Source: an optimization exercise on an open RTL-to-GDS flow (aim: small area, a short achievable clock period and few clock cycles per item). Production flows keep margins and buffers that such runs may drop.
Only simulation tests tie the RTL to the original design; equivalence was not proved.
Power is estimated from default activity; no workload was simulated.

== rev 12 ==
## thumb_load_store_unit
module thumb_load_store_unit (
  input  logic        clk,
  input  logic        rst,
  input  logic        push,
  input  logic [53:0] item,
  output logic        full,
  output logic        empty,
  input  logic        pop,
  output logic [69:0] result
);
export LEC_CHECK = 0
export CAP_MARGIN = 20
export CORE_MARGIN = 2
export CORE_UTILIZATION = 60
export SETUP_SLACK_MARGIN = 2.2
export SLEW_MARGIN = 20
create_clock -name core_clock -period 5.5 [get_ports {clk}]
standard.sh (not shown) runs the stock make flow with config.mk's settings and CLKGATE_MAP_FILE= SYNTH_SCRIPT=/design/flow/synth_recipe.tcl, a recipe that flattens the netlist after the stock synthesis.
==> flow/flow/run.sh <==
#!/bin/bash
# The standard layout (standard.sh, unchanged synthesis and steps), with one change: the
# buffers that buffer_ports puts on every input and output port are sky130_fd_sc_hd__buf_2
# instead of the resizer's default pick (a slow delay buffer, clkdlybuf4s50_1).
# make's full output goes to standard.log in this folder; ORFS's per-step logs stay under orfs/logs.
set -euo pipefail
bash standard.sh "BUFFER_PORTS_ARGS=-buffer_cell sky130_fd_sc_hd__buf_2" finish > standard.log 2>&1
Testbench counts of rev 12, summed over its fixed seeds: cycles 6,017, items 4,194.
For rev 13, these inputs were changed with respect to rev 12:
- CORE_UTILIZATION: 60 -> 50
Results
- Source-to-sink clock delay at the later pin of the worst-skew pair across rev 13 and rev 12: no real change.
- Routed wirelength normalized by instance count of rev 13 exceeds that of rev 12 slightly.
- Re number of cells after detailed placement: rev 12 was lower than rev 13.
- On proportion of total power due to net switching, rev 13 tracks rev 12 almost exactly.
- Between rev 12 and rev 13, the cell count went up.
- Taking rev 12 as the reference, in rev 13 initial antenna violation count went down; multi-input logic cell count did not really move.
- Iteration-0 DRC count of the detailed router: rev 13 and rev 12 compared, higher one is rev 12
- In the route summary, rev 13 ends up with a via count below that of rev 12.
- Summary of rev 13 over rev 12: register-to-register slack saw a decrease; final area saw an increase.
- Run comparison: rev 13 startpoint of the worst setup timing path rwh[5]; rev 12 startpoint of the worst setup timing path rwh[8]

* * *

The RTL this note starts from:
==> flow/design.v <==
package tlsu_pkg;
  localparam logic [1:0] CMD_EXEC  = 2'd0;
  localparam logic [1:0] CMD_RET   = 2'd1;
  localparam logic [1:0] CMD_WRREG = 2'd2;
  localparam logic [1:0] CMD_RDREG = 2'd3;
  localparam logic [1:0] KIND_WRITE  = 2'd0;
  localparam logic [1:0] KIND_READ   = 2'd1;
  localparam logic [1:0] KIND_REPORT = 2'd2;
  localparam logic [1:0] KIND_ERROR  = 2'd3;
  localparam logic [3:0] REG_SP = 4'd13;
  localparam logic [3:0] REG_LR = 4'd14;
  localparam logic [3:0] REG_PC = 4'd15;
  localparam int unsigned PEND_DEPTH = 9;
  typedef struct packed {
    logic [1:0]  command;
    logic [15:0] instr;
    logic [3:0]  reg_index;
    logic [31:0] data;
  } in_item_t;
  typedef struct packed {
    logic [1:0]  kind;
    logic [31:0] address;
    logic [31:0] write_data;
    logic        byte_write;
    logic        branched;
    logic        thumb_state;
    logic        last;
  } out_item_t;
endpackage
module thumb_load_store_unit (
  input  logic        clk,
  input  logic        rst,
  input  logic        push,
  input  logic [53:0] item,
  output logic        full,
  output logic        empty,
  input  logic        pop,
  output logic [69:0] result
);
  logic [31:0] r [8];
  logic [31:0] sp, lr, pc;
  logic        tbit;
  logic [8:0]  pmask;    
  logic [1:0]  poff;     
  logic        ov;
  logic [1:0]  res_k;
  logic [21:0] res_ah;
  logic [9:0]  res_al;
  logic        res_c, res_bw, res_br, res_l;
  logic [10:0] rws;
  logic        pb;       
  logic [8:0]  plist;    
  logic        pmode;    
  wire acc  = push & ~full;
  wire step = pb & (~ov | pop);
  wire [1:0]  cmd = item[53:52];
  wire [15:0] ins = item[51:36];
  wire [3:0]  idx = item[35:32];
  wire [31:0] d   = item[31:0];
  wire pend   = |pmask;
  wire c_exec = (cmd == tlsu_pkg::CMD_EXEC);
  wire c_ret  = (cmd == tlsu_pkg::CMD_RET);
  wire c_wr   = (cmd == tlsu_pkg::CMD_WRREG);
  wire c_rd   = (cmd == tlsu_pkg::CMD_RDREG);
  wire e_ldrpc = (ins[15:11] == 5'b01001);
  wire e_str   = (ins[15:11] == 5'b01100);
  wire e_ldr   = (ins[15:11] == 5'b01101);
  wire e_strb  = (ins[15:11] == 5'b01110);
  wire e_strsp = (ins[15:11] == 5'b10010);
  wire e_ldrsp = (ins[15:11] == 5'b10011);
  wire e_pp    = (ins[15:12] == 4'hB) && (ins[10:9] == 2'd2);
  wire x_exec = c_exec & ~pend;    
  wire x_ldr  = x_exec & (e_ldrpc | e_ldr | e_ldrsp);
  wire x_st   = x_exec & (e_str | e_strb | e_strsp);
  wire x_pop  = x_exec & e_pp & ins[11] & (ins[8:0] != 9'd0);
  wire x_push = x_exec & e_pp & ~ins[11] & (ins[8:0] != 9'd0);
  wire x_none = x_exec & e_pp & (ins[8:0] == 9'd0);   
  wire x_ret  = c_ret & pend;
  wire reg_ok = ~idx[3] | (idx == 4'd13) | (idx == 4'd14) | (idx == 4'd15);
  wire x_wr   = c_wr & reg_ok;
  wire x_rd   = c_rd & reg_ok;
  wire [8:0] list = pb ? plist : ins[8:0];
  wire       mode = pb ? pmode : ins[11];
  logic [8:0] hi_1h;     
  always_comb begin
    hi_1h = 9'd0;
    for (int i = 0; i <= 8; i++) if (list[i]) hi_1h = 9'd1 << i;
  end
  wire [8:0] list_lo_cleared = list & (list - 9'd1);
  wire [8:0] list_hi_cleared = list & ~hi_1h;
  wire [8:0] list_next = mode ? list_lo_cleared : list_hi_cleared;
  wire       pp_last   = (list_next == 9'd0);
  wire [29:0] sp_inc = sp[31:2] + 30'd1;
  wire [29:0] sp_dec = sp[31:2] - 30'd1;
  wire [31:0] pp_addr = {mode ? sp[31:2] : sp_dec, 2'b00};
  wire [31:0] pp_sp   = {mode ? sp_inc : sp_dec, sp[1:0]};
  wire [10:0] push_ws = {1'b0, hi_1h[8], 1'b0, hi_1h[7:0]};   
  logic [8:0] ph_1h;
  always_comb begin
    ph_1h = 9'd0;
    for (int i = 8; i >= 0; i--) if (pmask[i]) ph_1h = 9'd1 << i;
  end
  wire       ret_pc = ph_1h[8];
  wire [8:0] pmask_next = pmask & ~ph_1h;
  wire [1:0]  rot = poff & {2{c_ret}};
  wire [31:0] wv8 = rot[0] ? {d[7:0], d[31:8]} : d;
  wire [31:0] wv  = rot[1] ? {wv8[15:0], wv8[31:16]} : wv8;
  wire [31:0] base = e_ldrpc ? pc : ins[15] ? sp : r[ins[5:3]];
  wire [9:0]  off  = e_strb ? {5'd0, ins[10:6]} : ins[15] | e_ldrpc ? {ins[7:0], 2'b00}
                                                                     : {3'd0, ins[10:6], 2'b00};
  wire [10:0] sum  = {1'b0, base[9:0]} + {1'b0, off};
  wire [9:0]  alo  = (e_strb | e_ldrpc) ? sum[9:0] : {sum[9:2], 2'b00};
  wire [7:0]  st_1h  = 8'd1 << (ins[15] ? ins[10:8] : ins[2:0]);
  logic [10:0] idx_ws;
  always_comb begin
    idx_ws = 11'd0;
    if (!idx[3]) idx_ws[idx[2:0]] = 1'b1;
    else if (idx == 4'd13) idx_ws[8] = 1'b1;
    else if (idx == 4'd14) idx_ws[9] = 1'b1;
    else if (idx == 4'd15) idx_ws[10] = 1'b1;
  end
  logic [1:0]  kind;
  logic [31:0] raddr;
  logic [10:0] rsel;
  logic        rbw, rbr, rlast, rcy;
  always_comb begin
    kind  = tlsu_pkg::KIND_ERROR;
    raddr = '0;
    rsel  = '0;
    rbw   = 1'b0;
    rbr   = 1'b0;
    rlast = 1'b1;
    rcy   = 1'b0;
    if (x_ldr | x_st) begin
      raddr = {base[31:10], alo};
      rcy   = sum[10];
    end
    if (x_pop | x_push) raddr = pp_addr;
    if (x_ldr | x_pop) begin
      kind  = tlsu_pkg::KIND_READ;
      rlast = ~x_pop | pp_last;
    end else if (x_st | x_push) begin
      kind  = tlsu_pkg::KIND_WRITE;
      rsel  = x_push ? push_ws : {3'd0, st_1h};
      rbw   = e_strb;
      rlast = ~x_push | pp_last;
    end else if (x_ret) begin
      kind  = tlsu_pkg::KIND_REPORT;
      raddr = {28'd0, ret_pc, ph_1h[4] | ph_1h[5] | ph_1h[6] | ph_1h[7] | ret_pc,
               ph_1h[2] | ph_1h[3] | ph_1h[6] | ph_1h[7] | ret_pc,
               ph_1h[1] | ph_1h[3] | ph_1h[5] | ph_1h[7] | ret_pc};
      rsel  = {ph_1h[8], 2'd0, ph_1h[7:0]};
      rbr   = ret_pc;
    end else if (x_wr | x_rd) begin
      kind  = tlsu_pkg::KIND_REPORT;
      raddr = {28'd0, idx};
      rsel  = idx_ws;
    end
  end
  logic [31:0] rv;
  always_comb begin
    rv = (rws[8] ? sp : 32'd0) | (rws[9] ? lr : 32'd0) | (rws[10] ? pc : 32'd0);
    for (int i = 0; i < 8; i++) rv = rv | (rws[i] ? r[i] : 32'd0);
  end
  assign full   = pb | (ov & ~pop);
  assign empty  = ~ov;
  assign result = {res_k, res_ah + {21'd0, res_c}, res_al,
                   res_bw ? {24'd0, rv[7:0]} : rv, res_bw, res_br, tbit, res_l};
  wire [7:0] we_r  = {8{acc & c_wr & ~idx[3]}} & (8'd1 << idx[2:0])
                   | {8{acc & c_ret}} & ph_1h[7:0];
  wire       we_pc = acc & (c_wr & (idx == 4'd15) | c_ret & ph_1h[8]);
  wire       we_t  = acc & c_ret & ph_1h[8];
  wire       we_lr = acc & c_wr & (idx == 4'd14);
  wire       we_sp = acc & c_wr & (idx == 4'd13);
  wire       pp_go = step | acc & (x_pop | x_push);
  wire       rload = ~ov | pop;
  always_ff @(posedge clk) begin
    if (rload) begin
      if (pb) begin
        res_k  <= pmode ? tlsu_pkg::KIND_READ : tlsu_pkg::KIND_WRITE;
        {res_ah, res_al} <= pp_addr;
        res_c  <= 1'b0;
        rws    <= pmode ? 11'd0 : push_ws;
        res_bw <= 1'b0;
        res_br <= 1'b0;
        res_l  <= pp_last;
      end else begin
        res_k  <= kind;
        {res_ah, res_al} <= raddr;
        res_c  <= rcy;
        rws    <= rsel;
        res_bw <= rbw;
        res_br <= rbr;
        res_l  <= rlast;
      end
    end
    if (rst) begin
      ov    <= 1'b0;
      pb    <= 1'b0;
      plist <= '0;
      pmode <= 1'b0;
      for (int i = 0; i < 8; i++) r[i] <= '0;
      sp    <= '0;
      lr    <= '0;
      pc    <= '0;
      tbit  <= 1'b1;
      pmask <= '0;
      poff  <= '0;
    end else begin
      if (rload) ov <= pb | push & ~x_none;
      for (int i = 0; i < 8; i++) if (we_r[i]) r[i] <= wv;
      if (we_pc) pc <= {wv[31:1], wv[0] & ~c_ret};
      if (we_t) tbit <= wv[0];
      if (we_lr) lr <= d;
      if (we_sp) sp <= d;
      else if (pp_go) sp <= pp_sp;
      if (pp_go) begin
        plist <= list_next;
        pb    <= ~pp_last;
      end
      if (acc) begin
        if (x_pop | x_push) pmode <= ins[11];
        if (x_ldr) begin
          pmask <= {1'b0, st_1h & {8{~e_ldrpc}} | (8'd1 << ins[10:8]) & {8{e_ldrpc}}};
          poff  <= e_ldrpc ? 2'd0 : sum[1:0];
        end
        if (x_pop) begin
          pmask <= ins[8:0];
          poff  <= 2'd0;
        end
        if (x_ret) pmask <= pmask_next;
      end
    end
  end
endmodule
export LEC_CHECK = 0
export CAP_MARGIN = 20
export CORE_MARGIN = 2
export CORE_UTILIZATION = 60
export SETUP_SLACK_MARGIN = 2.0
export SLEW_MARGIN = 20
create_clock -name core_clock -period 5.5 [get_ports {clk}]
Scripts as last shown in full above: flow/flow/run.sh
The first run ran to the end with no violations.
Testbench counts at the start, summed over its fixed seeds: cycles 6,017, items 4,194.
==> next run, changes <==
==> flow/run.sh (new file) <==
#!/bin/bash
# synth_recipe.tcl (not shown) runs the flow's synth.tcl, then flattens the netlist and writes it again
# the make line also repeats each setting of config.mk as NAME=value (left out here)
make -C /OpenROAD-flow-scripts/flow DESIGN_CONFIG=/design/flow/config.mk WORK_HOME=/design/flow/orfs CLKGATE_MAP_FILE= SYNTH_SCRIPT=/design/flow/synth_recipe.tcl finish
removed: flow/flow/run.sh
removed: flow/standard.sh
What happened: Final cell count rose slightly; worst setup slack gets worse by 0.052 ns; clock power rose by a few percent; die area stays the same; sequential power barely changes.

==> separate check: timing with driven ports <==
No port has a modelled driver above. Below, the same layouts with a new extraction and two added sets of constraints. Step 1 sets driving cells, clkbuf_16 on the clock port and buf_2 on the other inputs (assumed; they add their load-dependent delay and slew). Step 2 moves the port delays by t, midway between the first and last clock arrival at a register: inputs arrive t later, outputs are due t later. That takes back most of the time a late clock gives input paths. Three values: ideal ports, drivers, drivers and shift; two values: the first two.
run | t (ns) | setup WS [ns] | pins driven straight from the clock port
rev 12 | 0.668 | 2.072 / 2.012 / 1.460 | 1
rev 13 | 0.679 | 2.181 / 2.109 / 1.430 | 1
the first run of note 2 | 0.660 | 1.927 / 1.869 / 1.340 | 1
the second run of note 2 | 0.677 | 1.874 / 1.811 / 1.237 | 1
After both steps every run listed still meets setup and hold. The setup slack of rev 13, which loses most, moves by -0.072 ns with the drivers and by -0.751 ns with both steps.
